This design comes from an exercise in tuning for small area on the open sky130 flow, not from production work. Only simulation tests tie the RTL to the original design; equivalence was not proved. Power is estimated from default activity; no workload was simulated.

tundra:
==> flow/design.v <==
module lcd_hd44780_receiver #(
    parameter int unsigned POWER_CYCLES = 15000,
    parameter int unsigned CMD_CYCLES   = 37,
    parameter int unsigned CLEAR_CYCLES = 1520
) (
    input  logic       clk,
    input  logic       reset,
    input  logic       lcd_e,
    input  logic       lcd_rs,
    input  logic       lcd_rw,
    input  logic [3:0] lcd_d,
    output logic [3:0] lcd_d_out,
    output logic       lcd_d_oe,
    output logic       busy,
    output logic [6:0] ac,
    output logic       mode_4bit,
    output logic       display_on,
    output logic       cursor_on,
    output logic       blink_on,
    output logic       byte_valid,
    output logic       byte_rs,
    output logic [7:0] byte_data,
    output logic       protocol_err,
    input  logic [6:0] dbg_addr,
    output logic [7:0] dbg_char
);
    localparam int unsigned BMAX = (CLEAR_CYCLES > CMD_CYCLES) ? CLEAR_CYCLES : CMD_CYCLES;
    localparam int unsigned CMAX = (POWER_CYCLES > BMAX) ? POWER_CYCLES : BMAX;
    localparam int CW = $clog2(CMAX + 1);
    typedef enum logic [1:0] {S_PWR, S_BOOT, S_HI, S_LO} state_e;
    logic [2:0]       e_sync_q, rs_sync_q, rw_sync_q;
    logic [2:0][3:0]  d_sync_q;
    logic             e_s2, e_s3, rs_s2, rs_s3, rw_s2, rw_s3, fall;
    logic [3:0]       d_s3;
    state_e           state_q, state_d;
    logic [CW-1:0]    cnt_q, cnt_d;
    logic [3:0]       hi_nib_q, hi_nib_d;
    logic [6:0]       ac_q, ac_d;
    logic             id_q, id_d;
    logic [2:0]       dcb_q, dcb_d;
    logic             mode_q, mode_d, err_q, err_d;
    logic             bv_q, bv_d, brs_q, brs_d;
    logic [7:0]       bdata_q;
    logic             bseen_q;
    logic             acc;
    logic [7:0]       byte_w;
    logic             mem_we, mem_clr;
    logic             cnt_zero;
    assign e_s2   = e_sync_q[1];
    assign e_s3   = e_sync_q[2];
    assign rs_s2  = rs_sync_q[1];
    assign rs_s3  = rs_sync_q[2];
    assign rw_s2  = rw_sync_q[1];
    assign rw_s3  = rw_sync_q[2];
    assign d_s3   = d_sync_q[2];
    assign fall   = e_s3 & ~e_s2;
    assign byte_w = {hi_nib_q, d_s3};
    assign cnt_zero = (cnt_q == '0);
    assign busy = (state_q == S_PWR) || !cnt_zero;
    logic       ac_up;
    logic [6:0] ac_step;
    assign ac_up   = rs_s3 ? id_q : byte_w[2];
    assign ac_step = ac_q + {{6{~ac_up}}, 1'b1};
    always_comb begin
        state_d   = state_q;
        cnt_d     = cnt_zero ? cnt_q : cnt_q - CW'(1);
        hi_nib_d  = hi_nib_q;
        ac_d      = ac_q;
        id_d      = id_q;
        dcb_d     = dcb_q;
        mode_d    = mode_q;
        err_d     = err_q;
        bv_d      = 1'b0;
        brs_d     = brs_q;
        acc       = 1'b0;
        mem_we    = 1'b0;
        mem_clr   = 1'b0;
        unique case (state_q)
            S_PWR: begin
                if (cnt_zero) state_d = S_BOOT;
                if (fall) err_d = 1'b1;
            end
            S_BOOT: if (fall) begin
                if (rw_s3 || rs_s3 || !cnt_zero || !(d_s3 == 4'h3 || d_s3 == 4'h2)) begin
                    err_d = 1'b1;
                end else begin
                    cnt_d = CW'(CMD_CYCLES);
                    if (d_s3 == 4'h2) begin
                        state_d = S_HI;
                        mode_d  = 1'b1;
                    end
                end
            end
            S_HI: if (fall) begin
                state_d  = S_LO;
                hi_nib_d = d_s3;
                if (rw_s3 && rs_s3) err_d = 1'b1;
            end
            S_LO: if (fall) begin
                state_d = S_HI;
                if (rw_s3) begin
                    if (rs_s3) err_d = 1'b1;
                end else if (!cnt_zero) begin
                    err_d = 1'b1;
                end else begin
                    bv_d    = 1'b1;
                    brs_d   = rs_s3;
                    acc     = 1'b1;
                    cnt_d   = CW'(CMD_CYCLES);
                    if (rs_s3) begin
                        mem_we = 1'b1;
                        ac_d   = ac_step;
                    end else begin
                        priority casez (byte_w)
                            8'b1???????: ac_d = byte_w[6:0];
                            8'b01??????: ;
                            8'b001?????: if (byte_w[4]) err_d = 1'b1;
                            8'b0001????: if (!byte_w[3]) ac_d = ac_step;
                            8'b00001???: dcb_d = byte_w[2:0];
                            8'b000001??: id_d = byte_w[1];
                            8'b0000001?: begin
                                ac_d  = 7'd0;
                                cnt_d = CW'(CLEAR_CYCLES);
                            end
                            8'b00000001: begin
                                mem_clr = 1'b1;
                                ac_d    = 7'd0;
                                id_d    = 1'b1;
                                cnt_d   = CW'(CLEAR_CYCLES);
                            end
                            default: ;
                        endcase
                    end
                end
            end
        endcase
    end
    always_ff @(posedge clk) begin
        rs_sync_q <= {rs_sync_q[1:0], lcd_rs};
        rw_sync_q <= {rw_sync_q[1:0], lcd_rw};
        d_sync_q  <= {d_sync_q[1:0], lcd_d};
        hi_nib_q  <= hi_nib_d;
        if (acc && !reset) bdata_q <= byte_w;
        if (reset) begin
            e_sync_q  <= '0;
            state_q   <= S_PWR;
            cnt_q     <= CW'(POWER_CYCLES);
            ac_q      <= '0;
            id_q      <= 1'b1;
            dcb_q     <= '0;
            mode_q    <= 1'b0;
            err_q     <= 1'b0;
            bv_q      <= 1'b0;
            brs_q     <= 1'b0;
            bseen_q   <= 1'b0;
        end else begin
            e_sync_q  <= {e_sync_q[1:0], lcd_e};
            state_q   <= state_d;
            cnt_q     <= cnt_d;
            ac_q      <= ac_d;
            id_q      <= id_d;
            dcb_q     <= dcb_d;
            mode_q    <= mode_d;
            err_q     <= err_d;
            bv_q      <= bv_d;
            brs_q     <= brs_d;
            if (acc) bseen_q <= 1'b1;
        end
    end
    logic [127:0][7:0] ring_q;
    logic [6:0]        rot_q;         
    logic              pv_q;          
    logic [6:0]        pa_q;          
    logic [1:0]        clr_q;         
    logic              clearing;
    logic              slot;          
    logic [1:0]        slot_head;
    logic [7:0]        head_d;
    logic [3:0]        head_we;
    logic [6:0]        rd_pos;
    logic [7:0]        dbg_q;
    logic [7:0]        rd_d;
    assign clearing  = |clr_q;
    assign slot      = pv_q && (rot_q[4:0] == ~pa_q[4:0]);
    assign slot_head = pa_q[6:5] + rot_q[6:5] + 2'd1;
    assign head_d    = clearing ? 8'h20 : bdata_q;
    always_comb begin
        for (int k = 0; k < 4; k++) head_we[k] = clearing || (slot && slot_head == 2'(k));
    end
    always_ff @(posedge clk) begin
        rot_q <= rot_q + 7'd1;
        for (int i = 0; i < 128; i++) begin
            if (i % 32 == 0) ring_q[i] <= head_we[i / 32] ? head_d : ring_q[(i + 127) % 128];
            else             ring_q[i] <= ring_q[i - 1];
        end
        if (mem_we && !reset) begin
            pv_q <= 1'b1;
            pa_q <= ac_q;
        end else if (slot) begin
            pv_q <= 1'b0;
        end
        if (mem_clr && !reset) clr_q <= 2'b01;
        else if (rot_q[4:0] == 5'd31) clr_q <= {clr_q[0], 1'b0};
    end
    assign rd_pos = dbg_addr + rot_q;
    logic [127:0]      rd_sel;
    logic [7:0][42:0]  rd_n;
    logic [7:0]        rd_ring;
    always_comb begin
        for (int j = 0; j < 128; j++) rd_sel[j] = (rd_pos == 7'(j));
    end
    for (genvar b = 0; b < 8; b++) begin : g_rd
        for (genvar k = 0; k < 42; k++) begin : g_aoi
            lcd_aoi222 u_aoi (
                .a0(ring_q[3 * k][b]), .a1(ring_q[3 * k + 1][b]), .a2(ring_q[3 * k + 2][b]),
                .s0(rd_sel[3 * k]), .s1(rd_sel[3 * k + 1]), .s2(rd_sel[3 * k + 2]),
                .y(rd_n[b][k])
            );
        end
        assign rd_n[b][42] = ~((ring_q[126][b] & rd_sel[126]) | (ring_q[127][b] & rd_sel[127]));
        assign rd_ring[b] = ~&rd_n[b];
    end
    always_comb begin
        if (pv_q && dbg_addr == pa_q) rd_d = bdata_q;
        else if (clearing)            rd_d = 8'h20;
        else                          rd_d = rd_ring;
    end
    always_ff @(posedge clk) begin
        if (reset) dbg_q <= '0;
        else       dbg_q <= rd_d;
    end
    always_comb begin
        lcd_d_out = 4'h0;
        if (lcd_d_oe && !rs_s2) lcd_d_out = (state_q == S_LO) ? ac_q[3:0] : {busy, ac_q[6:4]};
    end
    assign lcd_d_oe     = rw_s2 & e_s2;
    assign ac           = ac_q;
    assign mode_4bit    = mode_q;
    assign display_on   = dcb_q[2];
    assign cursor_on    = dcb_q[1];
    assign blink_on     = dcb_q[0];
    assign byte_valid   = bv_q;
    assign byte_rs      = brs_q;
    assign byte_data    = bdata_q & {8{bseen_q}};
    assign protocol_err = err_q;
    assign dbg_char     = dbg_q;
endmodule
module lcd_aoi222 (
    input  logic a0, a1, a2, s0, s1, s2,
    output logic y
);
    assign y = ~((a0 & s0) | (a1 & s1) | (a2 & s2));
endmodule
clock: 10.0 ns
lec_check: 0
cap_margin: 20
core_margin: 2
core_utilization: 40
cts_buf_list: sky130_fd_sc_hd__clkbuf_16
cts_cluster_diameter: 100
cts_cluster_size: 30
slew_margin: 20
synth_hierarchical: 1
standard.sh (not shown) runs the stock make flow with config.mk's settings and CLKGATE_MAP_FILE= SYNTH_SCRIPT=/design/flow/synth_recipe.tcl, a recipe that flattens the netlist after the stock synthesis.
==> flow/flow/run.sh <==
#!/bin/bash
# The standard layout (the standard.sh, standard synthesis unchanged) with two changes:
# the port buffers are the smallest buffer cell, and clock tree synthesis clusters sinks under
# clkbuf_8 leaf buffers without dummy loads.
# Each tool's output goes to the ORFS logs under orfs/logs and to standard.log here.
set -euo pipefail
export BUFFER_PORTS_ARGS="-buffer_cell sky130_fd_sc_hd__buf_1"
export CTS_ARGS="-sink_clustering_enable -repair_clock_nets -sink_clustering_size 40 -sink_clustering_max_diameter 50 -buf_list sky130_fd_sc_hd__clkbuf_16 -dont_use_dummy_load"
bash standard.sh > standard.log 2>&1
Inputs modified between tundra and indigo:
--- a/flow/flow/run.sh
+++ b/flow/flow/run.sh
@@ -7,3 +7,3 @@
 export BUFFER_PORTS_ARGS="-buffer_cell sky130_fd_sc_hd__buf_1"
-export CTS_ARGS="-sink_clustering_enable -repair_clock_nets -sink_clustering_size 40 -sink_clustering_max_diameter 50 -buf_list sky130_fd_sc_hd__clkbuf_16 -dont_use_dummy_load"
+export CTS_ARGS="-sink_clustering_enable -repair_clock_nets -sink_clustering_size 18 -sink_clustering_max_diameter 60 -buf_list sky130_fd_sc_hd__clkbuf_8 -dont_use_dummy_load"
 bash standard.sh > standard.log 2>&1
Relative to tundra, the clock skew of indigo is higher by 0.0032 ns.
tundra → indigo: first-iteration DRC count went down 2.7%, final cell utilization of the core decreased 1.4 points, worst-case reg-to-reg path depth roughly the same.
Input changes introduced in nickel (baseline for comparison: indigo):
==> flow/run.sh (new file) <==
#!/bin/bash
# synth_recipe.tcl (not shown) runs the flow's synth.tcl, then flattens the netlist and writes it again
# the make line also repeats each setting of config.mk as NAME=value (left out here)
make -C /OpenROAD-flow-scripts/flow DESIGN_CONFIG=/design/flow/config.mk WORK_HOME=/design/flow/orfs CLKGATE_MAP_FILE= SYNTH_SCRIPT=/design/flow/synth_recipe.tcl finish
removed: flow/flow/run.sh
removed: flow/standard.sh
Notes after the runs:
As of nickel, clock-buffer cell count had fallen by more than a quarter compared to indigo.
Total via count in the routed design: indigo and nickel compared, higher one is indigo
For indigo, the top layer reached by signal wires was met5, unlike nickel, where it was met4.
The initial antenna violation count in nickel was lower than what indigo gave.
nickel vs. indigo: share of the clock period used by the worst path has increased; clock edge transition at the registers on the reported setup and hold paths has remained practically unchanged; instance count after placement with tap cells included has remained practically unchanged; fill cell instance count of the final layout has decreased.
Number of signal-net buffers in the layout grows slightly when moving from indigo to nickel.
Comparing nickel with indigo, the multi-input combinational cell area came out essentially unchanged.
Relative to nickel, the following input files were edited for ember:
==> flow/flow/run.sh (new file) <==
#!/bin/bash
# The standard layout (the standard.sh, standard synthesis unchanged) with two changes:
# the port buffers are the smallest buffer cell, and clock tree synthesis clusters sinks under
# clkbuf_8 leaf buffers without dummy loads.
# Each tool's output goes to the ORFS logs under orfs/logs and to standard.log here.
set -euo pipefail
export BUFFER_PORTS_ARGS="-buffer_cell sky130_fd_sc_hd__buf_1"
export CTS_ARGS="-sink_clustering_enable -repair_clock_nets -sink_clustering_size 24 -sink_clustering_max_diameter 40 -buf_list sky130_fd_sc_hd__clkbuf_8 -dont_use_dummy_load"
bash standard.sh > standard.log 2>&1
==> flow/standard.sh (new file) <==
#!/bin/bash
# synth_recipe.tcl (not shown) runs the flow's synth.tcl, then flattens the netlist and writes it again
# the make line also repeats each setting of config.mk as NAME=value (left out here)
make -C /OpenROAD-flow-scripts/flow DESIGN_CONFIG=/design/flow/config.mk WORK_HOME=/design/flow/orfs CLKGATE_MAP_FILE= SYNTH_SCRIPT=/design/flow/synth_recipe.tcl "${@:-finish}"
removed: flow/run.sh
--- outcome ---
- In the tables for nickel and ember, global-route usage reads lower with nickel.
- ember against nickel: worst setup slack now sits higher; endpoint arrival time on the critical path now sits lower.
- Reported for nickel and ember, sequential cell count turned out identical to the last digit.
- For nickel, the top routing layer in use was met4, unlike ember, where it was met5.
- Status: final cell area excluding filler cells parity (ember, nickel)
- The initial antenna violation count number comes out higher for ember vs nickel.


## run A
lcd_hd44780_receiver, a different RTL version from the one above (not shown whole).
Size: ~2200 cells after synthesis, roughly 1100 flip-flops, roughly 52 I/O pins, ~30000 µm² of cells after synthesis.
==> flow/config.mk <==
export PLATFORM = sky130hd
export DESIGN_NAME = lcd_hd44780_receiver
export DESIGN_NICKNAME = lcd_hd44780_receiver
export VERILOG_FILES = /design/flow/design.v
export SDC_FILE = /design/flow/constraint.sdc
export NUM_CORES = 4
export LEC_CHECK = 0
export CAP_MARGIN = 20
export CORE_MARGIN = 2
export CORE_UTILIZATION = 65
export SLEW_MARGIN = 20
export SYNTH_HIERARCHICAL = 1
==> flow/constraint.sdc <==
create_clock -name core_clock -period 10.0 [get_ports {clk}]
set_input_delay 2.0000 -clock core_clock [delete_from_list [all_inputs] [get_ports {clk}]]
set_output_delay 2.0000 -clock core_clock [all_outputs]
set_load 0.01 [all_outputs]
==> flow/flow/run.sh <==
#!/bin/bash
# The standard layout (the standard.sh, standard synthesis unchanged) with two changes:
# the port buffers are the smallest buffer cell, and clock tree synthesis clusters sinks under
# clkbuf_8 leaf buffers without dummy loads.
# Each tool's output goes to the ORFS logs under orfs/logs and to standard.log here.
set -euo pipefail
export BUFFER_PORTS_ARGS="-buffer_cell sky130_fd_sc_hd__buf_1"
export CTS_ARGS="-sink_clustering_enable -repair_clock_nets -sink_clustering_size 18 -sink_clustering_max_diameter 60 -buf_list sky130_fd_sc_hd__clkbuf_8 -dont_use_dummy_load"
bash standard.sh > standard.log 2>&1
#### Input delta (run B over run A)
- setting GPL_TIMING_DRIVEN to 0 for the first time
- changing CAP_MARGIN from 20 to 5
- changing CORE_UTILIZATION from 65 to 40
- changing SLEW_MARGIN from 20 to 5
Findings:
Run A and run B ended up with nearly the same XOR/XNOR share of the synthesized area. Compared with run A, run B shows a higher internal power component. Comparing run A and run B, sequential share of power is higher on run A. The area growth from synthesis to layout reported for run B is greater than that of run A by 1.2 points. For the leakage power of the design, run B came in 0.92% lower than run A did. Sort run A and run B by minimum period implied by the final worst setup slack, ascending, and run A comes first. Total power is higher on run B. Run B against run A: sequential fraction of total cell area went down 0.79 points, count of clock-buffer cells in the layout went up 5.6%, register-to-register slack went down 580 ps.
> inputs changed (run B -> run C)
- CAP_MARGIN changed from 5 to 20
- SLEW_MARGIN changed from 5 to 20
- CTS_CLUSTER_DIAMETER newly set to 100
- CTS_BUF_LIST newly set to sky130_fd_sc_hd__clkbuf_16
- GPL_TIMING_DRIVEN removed (was 0)
- CTS_CLUSTER_SIZE newly set to 30
Relative to run B, global routing met3 resource utilization increased by 0.78 points in run C. There was hardly any difference in combinational power between run C and run B. Run C vs run B, critical-path cell with the highest stage delay: or2_2 vs a222oi_1. Between run C and run B, the power share of the clock group does not differ in any meaningful way. Total power density per cell area delta (run B -> run C): insignificant. Run C -> run B: post-route cell area flat. Any difference in clock network latency to the later pin of the worst-skew pair between run B and run C is small enough to ignore. Measured against each other, run C and run B differ in achievable frequency, the higher figure coming from run C.

## separate check: timing with driven ports
No port has a modelled driver above. Below, the same layouts with a new extraction and two added sets of constraints. Step 1 (the two cells are an assumption about what drives the block):
set clk [get_ports {clk}]
set_driving_cell -lib_cell sky130_fd_sc_hd__clkbuf_16 $clk
set_driving_cell -lib_cell sky130_fd_sc_hd__buf_2 [delete_from_list [all_inputs] $clk]
Step 2 moves the port delays by t, midway between the first and last clock arrival at a register: inputs arrive t later, outputs are due t later. That takes back most of the time a late clock gives input paths. Slacks: ideal ports / drivers / drivers and shift; pairs: ideal ports / drivers.
run | t (ns) | setup WS [ns] | cell pins on the clock port's net
tundra | 0.682 | 3.601 / 3.643 / 2.961 | 1
indigo | 0.746 | 3.691 / 3.727 / 2.981 | 1
nickel | 0.664 | 3.224 / 3.256 / 2.592 | 1
ember | 0.770 | 3.795 / 3.832 / 3.062 | 1
run A | 0.730 | 3.496 / 3.525 / 2.794 | 1
run B | 0.722 | 2.902 / 2.946 / 2.224 | 1
run C | 0.729 | 3.462 / 3.502 / 2.773 | 1
After both steps setup and hold are still met in every run listed. The setup slack of ember, which loses most, moves by +0.037 ns with the drivers and by -0.733 ns with both steps.
